From an optimization exercise on the open Yosys and OpenROAD flow, aimed at small area, a short achievable clock period and few clock cycles per item; shortcuts taken in it are not production practice.
Where RTL was checked, it was by simulation tests only, not by an equivalence proof against the original.
No activity file was given, so power comes from the tool's default toggle rates.

== 08-13 ==
// sobel_top
module sobel_top #(
    parameter int IMG_WIDTH  = 160,
    parameter int IMG_HEIGHT = 120,
    parameter int ADDR_W     = 15
) (
    input  logic                 clk,
    input  logic                 rst_n,
    input  logic                 psel,
    input  logic                 penable,
    input  logic                 pwrite,
    input  sobel_pkg::apb_addr_t paddr,
    input  sobel_pkg::apb_data_t pwdata,
    output sobel_pkg::apb_data_t prdata,
    output logic                 pready,
    output logic                 pslverr,
    output logic                 src_rd_en,
    output logic [ADDR_W-1:0]    src_addr,
    input  sobel_pkg::rgb_t      src_data,
    output logic                 edge_we,
    output logic [ADDR_W-1:0]    edge_addr,
    output logic                 edge_bit
);
    localparam int L      = 12;
    localparam int K      = L - 2;
    localparam int NSTRIP = (IMG_HEIGHT - 2 + K - 1) / K;
    localparam int J_LAST = (IMG_HEIGHT - 1) - (NSTRIP - 1) * K;
    localparam int CH     = 2 * L + 3;
    localparam logic [ADDR_W-1:0] STEP_ROW   = ADDR_W'(IMG_WIDTH);
    localparam logic [ADDR_W-1:0] STEP_COL   = ADDR_W'(1 - (L - 1) * IMG_WIDTH);
    localparam logic [ADDR_W-1:0] STEP_STRIP = ADDR_W'(-IMG_WIDTH - (IMG_WIDTH - 1));
    localparam logic [ADDR_W-1:0] EDGE_INIT  = ADDR_W'(-3 * IMG_WIDTH + (IMG_WIDTH - 1) - IMG_WIDTH - 1);
    logic [12:0] thresh;
    logic [3:0]  margin;
    logic        busy;
  ...
For scale: roughly 280 flip-flops, roughly 120 I/O pins, ~0.012 mm2 of cells after synthesis.
Settings: LEC_CHECK=0, CAP_MARGIN=20, CORE_MARGIN=2, CORE_UTILIZATION=40, CTS_CLUSTER_DIAMETER=80, CTS_CLUSTER_SIZE=24, SETUP_SLACK_MARGIN=3.1, SLEW_MARGIN=20; clock period 5.5 ns.
standard.sh (not shown) runs the stock make flow with config.mk's settings and CLKGATE_MAP_FILE= SYNTH_SCRIPT=/design/flow/synth_recipe.tcl, a recipe that flattens the netlist after the stock synthesis.
==> flow/flow/run.sh <==
#!/bin/bash
# The standard flow, with three changes to how the layout is made:
#  - Yosys's adder-cell mapping is off (adders are left as plain gates for ABC),
#  - ABC uses its area script,
#  - the port buffers are buf_2 cells instead of the slow delay-buffer cell that
#    buffer_ports picks by default.
set -euo pipefail
bash standard.sh ADDER_MAP_FILE= ABC_AREA=1 "BUFFER_PORTS_ARGS=-buffer_cell sky130_fd_sc_hd__buf_2" finish > flow_standard.log 2>&1
What 06-07 does differently from 08-13 at the input level:
diff --git a/flow/design.v b/flow/design.v
--- a/flow/design.v
+++ b/flow/design.v
@@ -524,36 +524,34 @@
              || (ry <= 7'(margin)) || ((8'(ry) + 8'(margin)) > 8'(IMG_HEIGHT));
     always_ff @(posedge clk or negedge rst_n) begin
         if (!rst_n) begin
             v       <= '0;
             edge_we <= 1'b0;
         end else begin
             v       <= {v[3:1], v0};
             edge_we <= v[4];
         end
     end
-    logic cnt_inc;
     always_ff @(posedge clk) begin
         m        <= {m[3:1], m0};
         edge_bit <= is_edge && !m[4];
-        cnt_inc  <= v[4] && is_edge && !m[4];
     end
-    assign cnt_next = cnt + 15'(cnt_inc);
+    assign cnt_next = cnt + 15'(edge_we && edge_bit);
     always_ff @(posedge clk) begin
         if (!busy) cnt <= '0;
         else       cnt <= cnt_next;
     end
     always_ff @(posedge clk or negedge rst_n) begin
         if (!rst_n) begin
             busy       <= 1'b0;
             done       <= 1'b0;
             last_count <= '0;
         end else if (start) begin
             busy <= 1'b1;
             done <= 1'b0;
-        end else if (busy && rd_done && (v == 4'd0) && !cnt_inc) begin
+        end else if (busy && rd_done && (v == 4'd0) && !edge_we) begin
             busy       <= 1'b0;
             done       <= 1'b1;
             last_count <= cnt;
         end
     end
 endmodule
[summary]
06-07 | status: complete | timing, DRC, antenna: pass. The final layout from 08-13, which completed every stage, passed the timing, design-rule and antenna checks at the end of the flow. In the reports, the flip-flop count of 06-07 falls short of that of 08-13. Between 08-13 and 06-07, worst ir drop on vdd is higher for 08-13, 06-07 comes in under that. Comparing 08-13 and 06-07, the lower largest stage delay on the critical path was measured on 08-13. Between 08-13 and 06-07, the flow reports via count of the first global-routing pass decreasing slightly. Changes observed in 06-07 relative to 08-13: global-route usage went down by 0.26 points, power per unit of standard cell area climbed about 1.5%, static power due to leakage rose about 1.2%. Die extent in x was lower in the run labelled 08-13. When the final numbers for 08-13 and 06-07 were put side by side, the post-synthesis area per instance turned out to be smaller in 08-13. Of 08-13 and 06-07, the lower share of the final layout cell area in sequential cells belongs to 06-07. Comparing the two runs side by side, 06-07 comes out behind 08-13 on final wirelength. Going from 08-13 to 06-07, cell count shrank slightly. The final reports for 06-07 and 08-13 show total combinational power higher in the former.
Testbench counts of 06-07, summed over its fixed seeds: cycles 368,928, frames 16.
Function not checked in 08-13: the RTL went through the layout flow alone.

---

Setup of before:
sobel_top, a different RTL version from the one above (not shown whole).
Size in the first run: ~1,600 cells after synthesis, roughly 290 flip-flops, ~120 I/O pins.
==> flow/design.v (excerpt) <==
module sobel_top #(
    parameter int IMG_WIDTH  = 160,
    parameter int IMG_HEIGHT = 120,
    parameter int ADDR_W     = 15
) (
    input  logic                 clk,
    input  logic                 rst_n,
    input  logic                 psel,
    input  logic                 penable,
    input  logic                 pwrite,
    input  sobel_pkg::apb_addr_t paddr,
    input  sobel_pkg::apb_data_t pwdata,
    output sobel_pkg::apb_data_t prdata,
    output logic                 pready,
    output logic                 pslverr,
    output logic                 src_rd_en,
    output logic [ADDR_W-1:0]    src_addr,
    input  sobel_pkg::rgb_t      src_data,
    output logic                 edge_we,
    output logic [ADDR_W-1:0]    edge_addr,
    output logic                 edge_bit
);
==> flow/config.mk <==
export PLATFORM = sky130hd
export DESIGN_NAME = sobel_top
export DESIGN_NICKNAME = sobel_top
export VERILOG_FILES = /design/flow/design.v
export SDC_FILE = /design/flow/constraint.sdc
export NUM_CORES = 4
export LEC_CHECK = 0
export CAP_MARGIN = 20
export CORE_MARGIN = 2
export CORE_UTILIZATION = 40
export CTS_CLUSTER_DIAMETER = 80
export CTS_CLUSTER_SIZE = 24
export SETUP_SLACK_MARGIN = 3.1
export SLEW_MARGIN = 20
==> flow/constraint.sdc <==
create_clock -name core_clock -period 5.5 [get_ports {clk}]
set_input_delay 1.1000 -clock core_clock [delete_from_list [all_inputs] [get_ports {clk}]]
set_output_delay 1.1000 -clock core_clock [all_outputs]
set_load 0.01 [all_outputs]
Scripts as last shown in full above: flow/flow/run.sh
Testbench counts of before, summed over its fixed seeds: cycles 358,704, frames 16.
What after does differently from before at the input level:
-- flow/design.v --
<<< before, line 551
            busy <= 1'b1;
            done <= 1'b0;
        end else if (busy && rd_done && (v == 4'd0) && !cnt_inc) begin
            busy       <= 1'b0;
            done       <= 1'b1;
            last_count <= cnt;
        end
    end
>>> after, line 551
            busy <= 1'b1;
            done <= 1'b0;
        end else if (busy && rd_done && (v == 4'd0)) begin
            busy       <= 1'b0;
            done       <= 1'b1;
            last_count <= cnt_next;
        end
    end
Findings:
- before → after: final cell count now sits lower, least setup slack across all paths after layout lower, width of the die fell 0.71%, data required time of the critical path +1.51 ns.
- Minimum period implied by the final worst setup slack on after is behind before.
- Compared to before, the routing of after uses less wire.
- Clock-buffer cell count: higher on before
- Per the comparison of after with before, pin count of the biggest net entering global routing now smaller; overall via count from detail_route roughly the same; portion of the clock cycle consumed by the worst path in the final layout now larger; area added between synthesis and finish saw an increase.
No functional check of the RTL was part of after.

re-timing with driven ports:
In the flow no input, the clock included, has a driving cell. The finished layouts below were timed again as built, in two steps. Step 1 assumes that a clkbuf_16 drives the clock port and a buf_2 every other input. Step 2 times the ports against the registers' clock, not the clock port: input delays grow and output delays shrink by t, the midpoint of the rising clock arrivals with the driver on. Three values: no drivers, after step 1, after step 2; two values: the first two.
run | t (ns) | setup WS [ns] | pins driven straight from the clock port
08-13 | 0.540 | 3.284 / 3.243 / 2.778 | 1
06-07 | 0.546 | 3.172 / 3.124 / 2.884 | 1
before | 0.539 | 3.263 / 3.216 / 2.858 | 1
after | 0.548 | 3.245 / 3.245 / 2.746 | 1
After both steps setup and hold are still met in every run listed. The setup slack of 08-13, which loses most, moves by -0.041 ns with the drivers and by -0.506 ns with both steps.
